This is an optimization exercise on Yosys and OpenROAD, whose aim is small area, a short achievable clock period and few clock cycles per item, not a production implementation. Power figures rest on the tool's default switching activity, not on a simulated workload.

Setup of old:
==> flow/design.v <==
`default_nettype none
package lkvc_pkg;
  localparam int MAX_ENTRIES_DEF = 16;
  localparam int KEY_W = 32;
  localparam int VAL_W = 32;
  localparam int CAP_W = 5;
  localparam logic [CAP_W-1:0] CAP_RESET = 5'd16;
  localparam logic OP_GET = 1'b0;
  localparam logic OP_PUT = 1'b1;
  localparam logic [VAL_W-1:0] MISS_VALUE = 32'hFFFF_FFFF;
  localparam logic [VAL_W-1:0] PUT_VALUE = 32'h0000_0000;
endpackage
`default_nettype wire
`default_nettype none
import lkvc_pkg::*;
module lru_key_value_cache #(
  parameter int MAX_ENTRIES = MAX_ENTRIES_DEF
) (
  input  wire                     clk,
  input  wire                     rst_n,
  input  wire                     start,
  output logic                    busy,
  input  wire                     in_opcode,
  input  wire  signed [KEY_W-1:0] in_key,
  input  wire  signed [VAL_W-1:0] in_value,
  output logic                    out_strobe,
  output logic                    out_hit,
  output logic signed [VAL_W-1:0] out_read_value,
  input  wire                     cfg_we,
  input  wire         [CAP_W-1:0] cfg_wdata
);
  localparam int N = MAX_ENTRIES;
  logic [CAP_W-1:0] cap_r;
  logic [N-1:0]     valid_r;      
  logic             full_r;
  logic             s1_vld_r;
  logic             s1_op_r;
  logic [KEY_W-1:0] s1_key_r;
  logic [VAL_W-1:0] s1_val_r;
  logic [N-1:0]     s1_eq_r;      
  logic             s1_same_r;    
  logic [N-1:0]     wr_prev_r;    
  logic             s2_vld_r;
  logic             s2_op_r;
  logic [KEY_W-1:0] s2_key_r;
  logic [VAL_W-1:0] s2_val_r;
  logic [N-1:0]     s2_match_r;   
  logic             s2_found_r;   
  logic [KEY_W-1:0] key_r [N];
  logic [VAL_W-1:0] val_r [N];
  logic             newer_r [N][N];
  logic             res_vld_r;
  logic             res_hit_r;
  logic [VAL_W-1:0] res_val_r;
  assign busy = 1'b0;
  logic [N-1:0]     cap_sel;
  logic [VAL_W-1:0] rd_val;
  always_comb begin
    for (int i = 0; i < N; i++) begin
      cap_sel[i] = (cap_r == CAP_W'(i + 1)) || (i == 0 && cap_r == '0) ||
                   (i == N - 1 && cap_r > CAP_W'(N));
    end
    rd_val = '0;
    for (int i = 0; i < N; i++) begin
      rd_val = rd_val | (val_r[i] & {VAL_W{s2_match_r[i]}});
    end
  end
  logic [N-1:0] victim_r;       
  logic [N-1:0] valid, free, miss_slot, slot, upd, wr;
  logic         s2_put, s2_wrote, s2_putmiss, do_ins;
  always_comb begin
    valid = valid_r;
    for (int i = 0; i < N; i++) begin
      free[i] = !valid_r[i] && ((i == 0) ? 1'b1 : valid_r[i-1]);
    end
    miss_slot = full_r ? victim_r : free;
    s2_put     = s2_op_r == OP_PUT;
    s2_wrote   = s2_vld_r && s2_put;
    s2_putmiss = s2_wrote && !s2_found_r;
    do_ins     = s2_putmiss && !full_r;
    slot = s2_found_r ? s2_match_r : miss_slot;
    upd  = slot & {N{s2_vld_r && (s2_found_r || s2_put)}};
    wr   = slot & {N{s2_wrote}};
  end
  logic [N-1:0] valid_nxt, second, victim_nxt;
  logic         newer_nxt [N][N];
  logic         full_nxt, victim_used;
  always_comb begin
    for (int i = 0; i < N; i++) begin
      for (int j = i + 1; j < N; j++) begin
        newer_nxt[i][j] = upd[i] || (newer_r[i][j] && !upd[j]);
      end
    end
    valid_nxt = do_ins ? {valid_r[N-2:0], 1'b1} : valid_r;
    full_nxt  = |(valid_nxt & cap_sel);
    for (int i = 0; i < N; i++) begin
      logic v;
      v = valid_r[i] && !victim_r[i];
      for (int j = 0; j < N; j++) begin
        if (j < i) begin
          v = v && (newer_r[j][i] || victim_r[j]);
        end else if (j > i) begin
          v = v && (!valid_r[j] || !newer_r[i][j] || victim_r[j]);
        end
      end
      second[i] = v;
    end
    victim_used = |(upd & victim_r);
    if (victim_used) begin
      victim_nxt = second | (victim_r & {N{!valid_r[1]}});
    end else begin
      victim_nxt = victim_r | (upd & {N{!valid_r[0]}});
    end
  end
  logic [N-1:0] s0_eq;
  logic         s0_same;
  always_comb begin
    for (int i = 0; i < N; i++) begin
      s0_eq[i] = key_r[i] == in_key;
    end
    s0_same = in_key == s2_key_r;
  end
  logic [N-1:0] s1_eq, s1_keep, s1_match, s1_match_fix;
  logic         s1_same, s1_found, s1_fwd;
  always_comb begin
    s1_eq = (s1_eq_r & ~wr_prev_r) | (wr_prev_r & {N{s1_same_r}});
    for (int i = 0; i < N; i++) begin
      s1_keep[i] = valid[i] && !(s2_putmiss && miss_slot[i]);
    end
    s1_match = s1_eq & s1_keep;
    s1_same  = (s1_key_r == s2_key_r);
    s1_fwd   = s2_wrote && s1_same;
    s1_found = s1_fwd || (|s1_match);
    s1_match_fix = s1_fwd ? slot : s1_match;
  end
  always_ff @(posedge clk) begin
    if (!rst_n) begin
      s1_vld_r  <= 1'b0;
      s2_vld_r  <= 1'b0;
      res_vld_r <= 1'b0;
      cap_r     <= CAP_RESET;
      valid_r   <= '0;
      full_r    <= 1'b0;
      victim_r  <= '0;
    end else begin
      s1_vld_r  <= start;
      s2_vld_r  <= s1_vld_r;
      res_vld_r <= s2_vld_r;
      if (cfg_we) begin
        cap_r <= cfg_wdata;
      end
      valid_r <= valid_nxt;
      full_r <= full_nxt;
      victim_r <= victim_nxt;
    end
  end
  always_ff @(posedge clk) begin
    s1_op_r    <= in_opcode;
    s1_key_r   <= in_key;
    s1_val_r   <= in_value;
    s1_eq_r    <= s0_eq;
    s1_same_r  <= s0_same;
    wr_prev_r  <= wr;
    s2_op_r    <= s1_op_r;
    s2_key_r   <= s1_key_r;
    s2_val_r   <= s1_val_r;
    s2_match_r <= s1_match_fix;
    s2_found_r <= s1_found;
    for (int i = 0; i < N; i++) begin
      if (wr[i]) begin
        key_r[i] <= s2_key_r;
        val_r[i] <= s2_val_r;
      end
      for (int j = i + 1; j < N; j++) begin
        newer_r[i][j] <= newer_nxt[i][j];
      end
    end
    res_hit_r <= s2_found_r;
    if (s2_put) begin
      res_val_r <= PUT_VALUE;
    end else if (s2_found_r) begin
      res_val_r <= rd_val;
    end else begin
      res_val_r <= MISS_VALUE;
    end
  end
  assign out_strobe     = res_vld_r;
  assign out_hit        = res_hit_r;
  assign out_read_value = res_val_r;
endmodule
`default_nettype wire
==> flow/config.mk <==
export PLATFORM = sky130hd
export DESIGN_NAME = lru_key_value_cache
export DESIGN_NICKNAME = lru_key_value_cache
export VERILOG_FILES = /design/flow/design.v
export SDC_FILE = /design/flow/constraint.sdc
export NUM_CORES = 4
export LEC_CHECK = 0
export CAP_MARGIN = 20
export CORE_MARGIN = 2
export CORE_UTILIZATION = 60
export CTS_CLUSTER_DIAMETER = 45
export CTS_CLUSTER_SIZE = 16
export PLACE_DENSITY = 0.72
export SETUP_SLACK_MARGIN = 4.0
export SLEW_MARGIN = 20
==> flow/constraint.sdc <==
create_clock -name core_clock -period 6.5 [get_ports {clk}]
set_input_delay 1.3000 -clock core_clock [delete_from_list [all_inputs] [get_ports {clk}]]
set_output_delay 1.3000 -clock core_clock [all_outputs]
set_load 0.01 [all_outputs]
standard.sh (not shown) runs the stock make flow with config.mk's settings and CLKGATE_MAP_FILE= SYNTH_SCRIPT=/design/flow/synth_recipe.tcl, a recipe that flattens the netlist after the stock synthesis.
==> flow/flow/run.sh <==
#!/bin/bash
# Standard layout, with clock tree synthesis told not to add dummy loads and
# the port buffers started from the smallest buffer.
set -euo pipefail
export CTS_ARGS="-sink_clustering_enable -repair_clock_nets -dont_use_dummy_load -sink_clustering_size 16 -sink_clustering_max_diameter 45 -buf_list sky130_fd_sc_hd__clkbuf_8 -root_buf sky130_fd_sc_hd__clkbuf_16"
export BUFFER_PORTS_ARGS="-buffer_cell sky130_fd_sc_hd__buf_1"
bash standard.sh > standard.log 2>&1
Modified inputs, new compared to old
--- a/flow/design.v
+++ b/flow/design.v
@@ -103,15 +103,15 @@
           v = v && (!valid_r[j] || !newer_r[i][j] || victim_r[j]);
         end
       end
       second[i] = v;
     end
-    victim_used = |(upd & victim_r);
+    victim_used = s2_vld_r && (s2_found_r ? |(s2_match_r & victim_r) : (s2_put && full_r));
     if (victim_used) begin
       victim_nxt = second | (victim_r & {N{!valid_r[1]}});
     end else begin
-      victim_nxt = victim_r | (upd & {N{!valid_r[0]}});
+      victim_nxt = victim_r | N'(do_ins && !valid_r[0]);
     end
   end
   logic [N-1:0] s0_eq;
   logic         s0_same;
   always_comb begin
@@ -166,12 +166,14 @@
     s2_val_r   <= s1_val_r;
     s2_match_r <= s1_match_fix;
     s2_found_r <= s1_found;
     for (int i = 0; i < N; i++) begin
       if (wr[i]) begin
+        val_r[i] <= s2_val_r;
+      end
+      if (wr[i] && !s2_found_r) begin
         key_r[i] <= s2_key_r;
-        val_r[i] <= s2_val_r;
       end
       for (int j = i + 1; j < N; j++) begin
         newer_r[i][j] <= newer_nxt[i][j];
       end
     end
Results
In the metrics for old and new, the one carrying the lower number of clock buffer instances in the layout is new. Diff old -> new: power spent charging and discharging nets shrank by about 0.7%, total power shrank by 0.50%, worst-case reg-to-reg path depth grew by 2. Clock skew up 11 ps in new wrt old. new vs old: synthesis-to-finish area growth down. The number of cells on the critical path of new exceeds that of old by 2. Compared with old, new ends up with less cell area. new vs old — met2 global-route usage rose 4.5 points. The setup slack of new is larger than that of old. Min total global-route track usage across old and new: new. There was hardly any difference in synthesized area between old and new.
Function was not checked in any run of this note: the RTL went through the layout flow alone.

## afterwards: timing with drivers on the ports
In the flow no input, the clock included, has a driving cell. The finished layouts below were timed again as built, in two steps. Step 1 (the two cells are an assumption about what drives the block):
set clk [get_ports {clk}]
set_driving_cell -lib_cell sky130_fd_sc_hd__clkbuf_16 $clk
set_driving_cell -lib_cell sky130_fd_sc_hd__buf_2 [delete_from_list [all_inputs] $clk]
Step 2 times the ports against the registers' clock, not the clock port: input delays grow and output delays shrink by t, the midpoint of the rising clock arrivals with the driver on. Three values: no drivers, after step 1, after step 2; two values: the first two.
| run | t, ns | setup slack, ns | worst setup path after step 2 | worst slew at a driven data input, ns | cell pins on the clock port's net |
|---|---|---|---|---|---|
| old | 0.759 | 3.947 / 3.948 / 3.235 | input to register | 0.04 | 1 |
| new | 0.742 | 3.997 / 3.933 / 3.304 | input to register | 0.05 | 1 |
After both steps every run listed still meets setup and hold. For old, which loses most, drivers alone change the setup slack by +0.001 ns; drivers and shift together by -0.712 ns.
